From an optimization exercise on the open Yosys and OpenROAD flow, aimed at small area, a short achievable clock period and few clock cycles per item; shortcuts taken in it are not production practice.
Only simulation tests tie the RTL to the original design; equivalence was not proved.
Power and IR drop assume default switching activity.

==> flow/design.v <==
`default_nettype none
package rv_pkg;
  localparam int XLEN = 32;
  typedef logic [XLEN-1:0] xlen_t;
endpackage
`default_nettype wire
`timescale 1ns/10ps
`default_nettype none
module pfx_add #(
  parameter int W = 32
) (
  input  wire logic [W-1:0] x,
  input  wire logic [W-1:0] y,
  input  wire logic         ci,
  output logic [W-1:0]      s
);
  logic [W-1:0] p0, g0, p, g;
  always_comb begin
    p0 = x ^ y;
    g0 = x & y;
    p  = p0;
    g  = g0;
    g[0] = g0[0] | (p0[0] & ci);
    for (int i = 0; (1 << i) < W; i++)
      for (int j = 0; j < W; j++)
        if (j[i]) begin
          g[j] = g[j] | (p[j] & g[((j >> i) << i) - 1]);
          p[j] = p[j] & p[((j >> i) << i) - 1];
        end
    s = p0 ^ {g[W-2:0], ci};
  end
endmodule
module lt_tree #(
  parameter int W = 32
) (
  input  wire logic [W-1:0] x,
  input  wire logic [W-1:0] y,
  output logic              lt,
  output logic              eq
);
  logic [W-1:0] g, p;
  always_comb begin
    g = x & ~y;
    p = ~(x ^ y);
    for (int d = 1; d < W; d = d * 2)
      for (int j = W - 1; j >= 0; j--)
        if ((j % (2 * d)) == (2 * d - 1)) begin
          g[j] = g[j] | (p[j] & g[j - d]);
          p[j] = p[j] & p[j - d];
        end
    lt = ~(g[W-1] | p[W-1]);
    eq = p[W-1];
  end
endmodule
`default_nettype wire
`timescale 1ns/10ps
`default_nettype none
module rv_exec_top (
  input  wire logic        clk,
  input  wire logic        rst_n,
  input  wire logic        in_valid,
  output logic             in_ready,
  input  wire logic [31:0] in_insn,
  input  wire logic [31:0] in_pc,
  input  wire logic [31:0] in_rs1_data,
  input  wire logic [31:0] in_rs2_data,
  output logic             out_valid,
  input  wire logic        out_ready,
  output logic [4:0]       out_rd,
  output logic             out_wb_en,
  output logic [31:0]      out_wdata,
  output logic             out_br_taken,
  output logic [31:0]      out_next_pc,
  output logic             out_illegal
);
  logic [31:0] insn, pc, a, b;
  assign insn = in_insn;
  assign pc   = in_pc;
  assign a    = in_rs1_data;
  assign b    = in_rs2_data;
  logic [2:0] f3;
  logic [6:0] f7;
  logic       f7_base, f7_alt;
  logic       is_op, is_opimm, is_lui, is_auipc, is_jal, is_jalr, is_br;
  assign f3      = insn[14:12];
  assign f7      = insn[31:25];
  assign f7_base = (f7 == 7'b0000000);
  assign f7_alt  = (f7 == 7'b0100000);
  assign is_op    = (insn[6:0] == 7'b0110011);
  assign is_opimm = (insn[6:0] == 7'b0010011);
  assign is_lui   = (insn[6:0] == 7'b0110111);
  assign is_auipc = (insn[6:0] == 7'b0010111);
  assign is_jal   = (insn[6:0] == 7'b1101111);
  assign is_jalr  = (insn[6:0] == 7'b1100111);
  assign is_br    = (insn[6:0] == 7'b1100011);
  logic illegal;
  always_comb begin
    illegal = 1'b1;
    if (is_op)
      illegal = !(f7_base || (f7_alt && (f3 == 3'b000 || f3 == 3'b101)));
    else if (is_opimm)
      illegal = (f3 == 3'b001) ? !f7_base :
                (f3 == 3'b101) ? !(f7_base || f7_alt) : 1'b0;
    else if (is_lui || is_auipc || is_jal)
      illegal = 1'b0;
    else if (is_jalr)
      illegal = (f3 != 3'b000);
    else if (is_br)
      illegal = (f3[2:1] == 2'b01);
  end
  logic writes;
  assign writes = is_op | is_opimm | is_lui | is_auipc | is_jal | is_jalr;
  logic [31:0] imm_i, imm_u, imm_b, imm_j;
  assign imm_i = {{20{insn[31]}}, insn[31:20]};
  assign imm_u = {insn[31:12], 12'b0};
  assign imm_b = {{20{insn[31]}}, insn[7], insn[30:25], insn[11:8], 1'b0};
  assign imm_j = {{12{insn[31]}}, insn[19:12], insn[20], insn[30:21], 1'b0};
  logic [31:0] op_b;
  logic [31:0] x_ab;
  logic        lt_u, lt_s, eq;
  assign op_b = insn[5] ? b : imm_i;
  assign x_ab = a ^ op_b;
  lt_tree #(.W(32)) u_lt (
    .x (a), .y (op_b), .lt (lt_u), .eq (eq)
  );
  assign lt_s = (a[31] ^ op_b[31]) ? a[31] : lt_u;
  logic        use_a, use_pc;
  logic        op_reg, sub;
  logic [31:0] imm, x_in, y_in, sum;
  assign use_a  = (insn[4] & ~insn[2]) | (insn[2] & ~insn[3] & ~insn[4]);
  assign use_pc = ~use_a & ~(insn[5] & insn[4] & insn[2]);
  assign op_reg = insn[5] & insn[4] & ~insn[2];
  assign sub    = op_reg & insn[30];
  always_comb begin
    if (insn[2])
      imm = insn[4] ? imm_u : insn[3] ? imm_j : imm_i;
    else
      imm = insn[6] ? imm_b : imm_i;
  end
  assign x_in = ({32{use_a}} & a) | ({32{use_pc}} & pc);
  assign y_in = op_reg ? (b ^ {32{sub}}) : imm;
  pfx_add #(.W(32)) u_add (
    .x (x_in), .y (y_in), .ci (sub), .s (sum)
  );
  logic        sh_left;
  logic        sh_fill;
  logic [4:0]  shamt;
  logic [31:0] sh_in, sh_out;
  assign sh_left = ~f3[2];
  assign sh_fill = insn[30] & a[31] & f3[2];
  assign shamt   = op_b[4:0];
  always_comb begin
    for (int i = 0; i < 32; i++) sh_in[i] = sh_left ? a[31-i] : a[i];
  end
  assign sh_out = 32'($signed({sh_fill, sh_in}) >>> shamt);
  logic [31:0] pc_inc;
  logic        cond, taken, redirect;
  pfx_add #(.W(30)) u_inc (
    .x (pc[31:2]), .y (30'd0), .ci (1'b1), .s (pc_inc[31:2])
  );
  assign pc_inc[1:0] = pc[1:0];
  always_comb begin
    case (f3[2:1])
      2'b00:   cond = eq;
      2'b10:   cond = lt_s;
      default: cond = lt_u;
    endcase
  end
  assign taken    = is_br & ~illegal & (cond ^ f3[0]);
  assign redirect = taken | ((is_jal | is_jalr) & ~illegal);
  logic        alu_form;
  logic        sel_sum, sel_link, sel_sll, sel_sr, sel_log, sel_slt;
  logic [31:0] log_res, sh_rev, rest;
  assign alu_form = insn[4] & ~insn[2];
  assign sel_sum  = (insn[4] & insn[2]) | (alu_form & (f3 == 3'b000));
  assign sel_link = insn[6] & insn[2];
  assign sel_sll  = alu_form & (f3 == 3'b001);
  assign sel_sr   = alu_form & (f3 == 3'b101);
  assign sel_log  = alu_form & f3[2] & (f3[1] | ~f3[0]);
  assign sel_slt  = alu_form & (f3[2:1] == 2'b01);
  assign log_res = (x_ab & {32{~(f3[1] & f3[0])}}) | (a & op_b & {32{f3[1]}});
  always_comb begin
    for (int i = 0; i < 32; i++) sh_rev[i] = sh_out[31-i];
  end
  logic        hold;
  logic [31:0] rest_q;
  assign hold = ~in_ready;
  assign rest = ({32{sel_link & in_ready}} & pc_inc)
              | ({32{sel_sll  & in_ready}} & sh_rev)
              | ({32{sel_sr   & in_ready}} & sh_out)
              | ({32{sel_log  & in_ready}} & log_res)
              | {31'd0, sel_slt & in_ready & (f3[0] ? lt_u : lt_s)}
              | ({32{hold}} & rest_q);
  logic [31:0] sum_q, seq_q;
  logic        wsum_q, redirect_q;
  assign in_ready = ~out_valid | out_ready;
  always_ff @(posedge clk or negedge rst_n) begin
    if (!rst_n) begin
      out_valid <= 1'b0;
    end else if (in_ready) begin
      out_valid <= in_valid;
    end
  end
  always_ff @(posedge clk) begin
    rest_q <= rest;
  end
  always_ff @(posedge clk) begin
    if (in_ready) begin
      out_rd       <= insn[11:7];
      out_wb_en    <= writes & ~illegal & (insn[11:7] != 5'd0);
      out_br_taken <= taken;
      out_illegal  <= illegal;
      sum_q        <= {sum[31:1], sum[0] & ~(insn[2] & ~insn[3] & ~insn[4])};
      seq_q        <= pc_inc;
      wsum_q       <= sel_sum;
      redirect_q   <= redirect;
    end
  end
  assign out_wdata   = wsum_q ? sum_q : rest_q;
  assign out_next_pc = redirect_q ? sum_q : seq_q;
endmodule
`default_nettype wire
export LEC_CHECK = 0
export CAP_MARGIN = 20
export CORE_MARGIN = 2
export CORE_UTILIZATION = 50
export GPL_TIMING_DRIVEN = 0
export SETUP_SLACK_MARGIN = 1.0
export SLEW_MARGIN = 20
export BUFFER_PORTS_ARGS = -buffer_cell sky130_fd_sc_hd__buf_1
create_clock -name core_clock -period 5.0 [get_ports {clk}]
standard.sh (not shown) runs the stock make flow with config.mk's settings and CLKGATE_MAP_FILE= SYNTH_SCRIPT=/design/flow/synth_recipe.tcl, a recipe that flattens the netlist after the stock synthesis.
==> flow/flow/run.sh <==
#!/bin/bash
set -euo pipefail
printf '%s\n' 'export BUFFER_PORTS_ARGS = -buffer_cell sky130_fd_sc_hd__buf_1' >> config.mk
bash standard.sh > standard.log 2>&1
Testbench counts at the start, summed over its fixed seeds: cycles 8,008, items 8,000.
Edit:
--- a/flow/config.mk
+++ b/flow/config.mk
@@ -12 +12 @@
-export SETUP_SLACK_MARGIN = 1.0
+export SETUP_SLACK_MARGIN = 0.7
- setup slack gets worse by 320 ps
- hold slack gets worse by 12 ps
- routed wire length falls by about 0.6%
- final area falls by about 3.3%
- non-clock buffer count falls by 28
- fmax goes down by about 7%
- register-to-register slack barely changes
- via count goes down by 0.77%
- sequential share of layout area went up by 0.72 points
Edit:
--- a/flow/config.mk
+++ b/flow/config.mk
@@ -10 +10 @@
-export CORE_UTILIZATION = 50
+export CORE_UTILIZATION = 55
@@ -12 +12 @@
-export SETUP_SLACK_MARGIN = 0.7
+export SETUP_SLACK_MARGIN = 1.0
The changed run finished clean.
Die area came out lower by 8.9%.
Via count goes up by 1.5%.
Setup slack is better by 260 ps.
Maximum frequency increases by 6.3%.
Non-clock buffer count is higher by 23.
Cell count goes up by 0.45%.
Global-route usage went up by 3.3 points.
Combinational power came out higher by about 4%.
Total power hardly moves.
Clock-buffer cell count went down by 2.
Clock power is lower by 8.1%.
Edit:
--- a/flow/config.mk
+++ b/flow/config.mk
@@ -10 +10 @@
-export CORE_UTILIZATION = 55
+export CORE_UTILIZATION = 45
- The changed run completed with no timing, DRC or antenna violations
- sequential power hardly moves
- maximum frequency goes up by 0.58%
- via count goes down by 4.0%
- core utilization goes down by 12 points
- power goes down by 0.97%
- final area goes up by 0.96%
- count of clock-buffer cells in the layout is unchanged
- sequential share of layout area goes down by 0.20 points

==> re-timing with driven ports <==
No port has a modelled driver above. Below, the same layouts with a new extraction and two added sets of constraints. Step 1 sets driving cells, clkbuf_16 on the clock port and buf_2 on the other inputs (assumed; they add their load-dependent delay and slew). Step 2 adds t to the input delays and takes it off the output delays; t is the mean of the earliest and latest rising clock arrival at the registers after step 1. Input paths then give back, and output paths get back, about the clock's delay inside the block. a / b / c = no drivers / after step 1 / after step 2; a / b = the first two.
| run | t, ns | setup WS [ns] | hold WS [ns] | worst register clock-pin slew, ns | worst slew at a driven data input, ns |
|---|---|---|---|---|---|
| the first run | 0.420 | 0.987 / 0.952 / 0.532 | 0.385 / 0.363 / 0.561 | 0.09 / 0.09 | 0.11 |
| the second run | 0.421 | 0.672 / 0.693 / 0.272 | 0.373 / 0.346 / 0.529 | 0.08 / 0.08 | 0.06 |
| the third run | 0.422 | 0.928 / 0.946 / 0.524 | 0.377 / 0.357 / 0.573 | 0.09 / 0.09 | 0.06 |
| the fourth run | 0.423 | 0.952 / 0.909 / 0.485 | 0.366 / 0.334 / 0.555 | 0.09 / 0.09 | 0.10 |
After both steps every run listed still meets setup and hold. For the fourth run, which loses most, drivers alone change the setup slack by -0.043 ns; drivers and shift together by -0.467 ns.
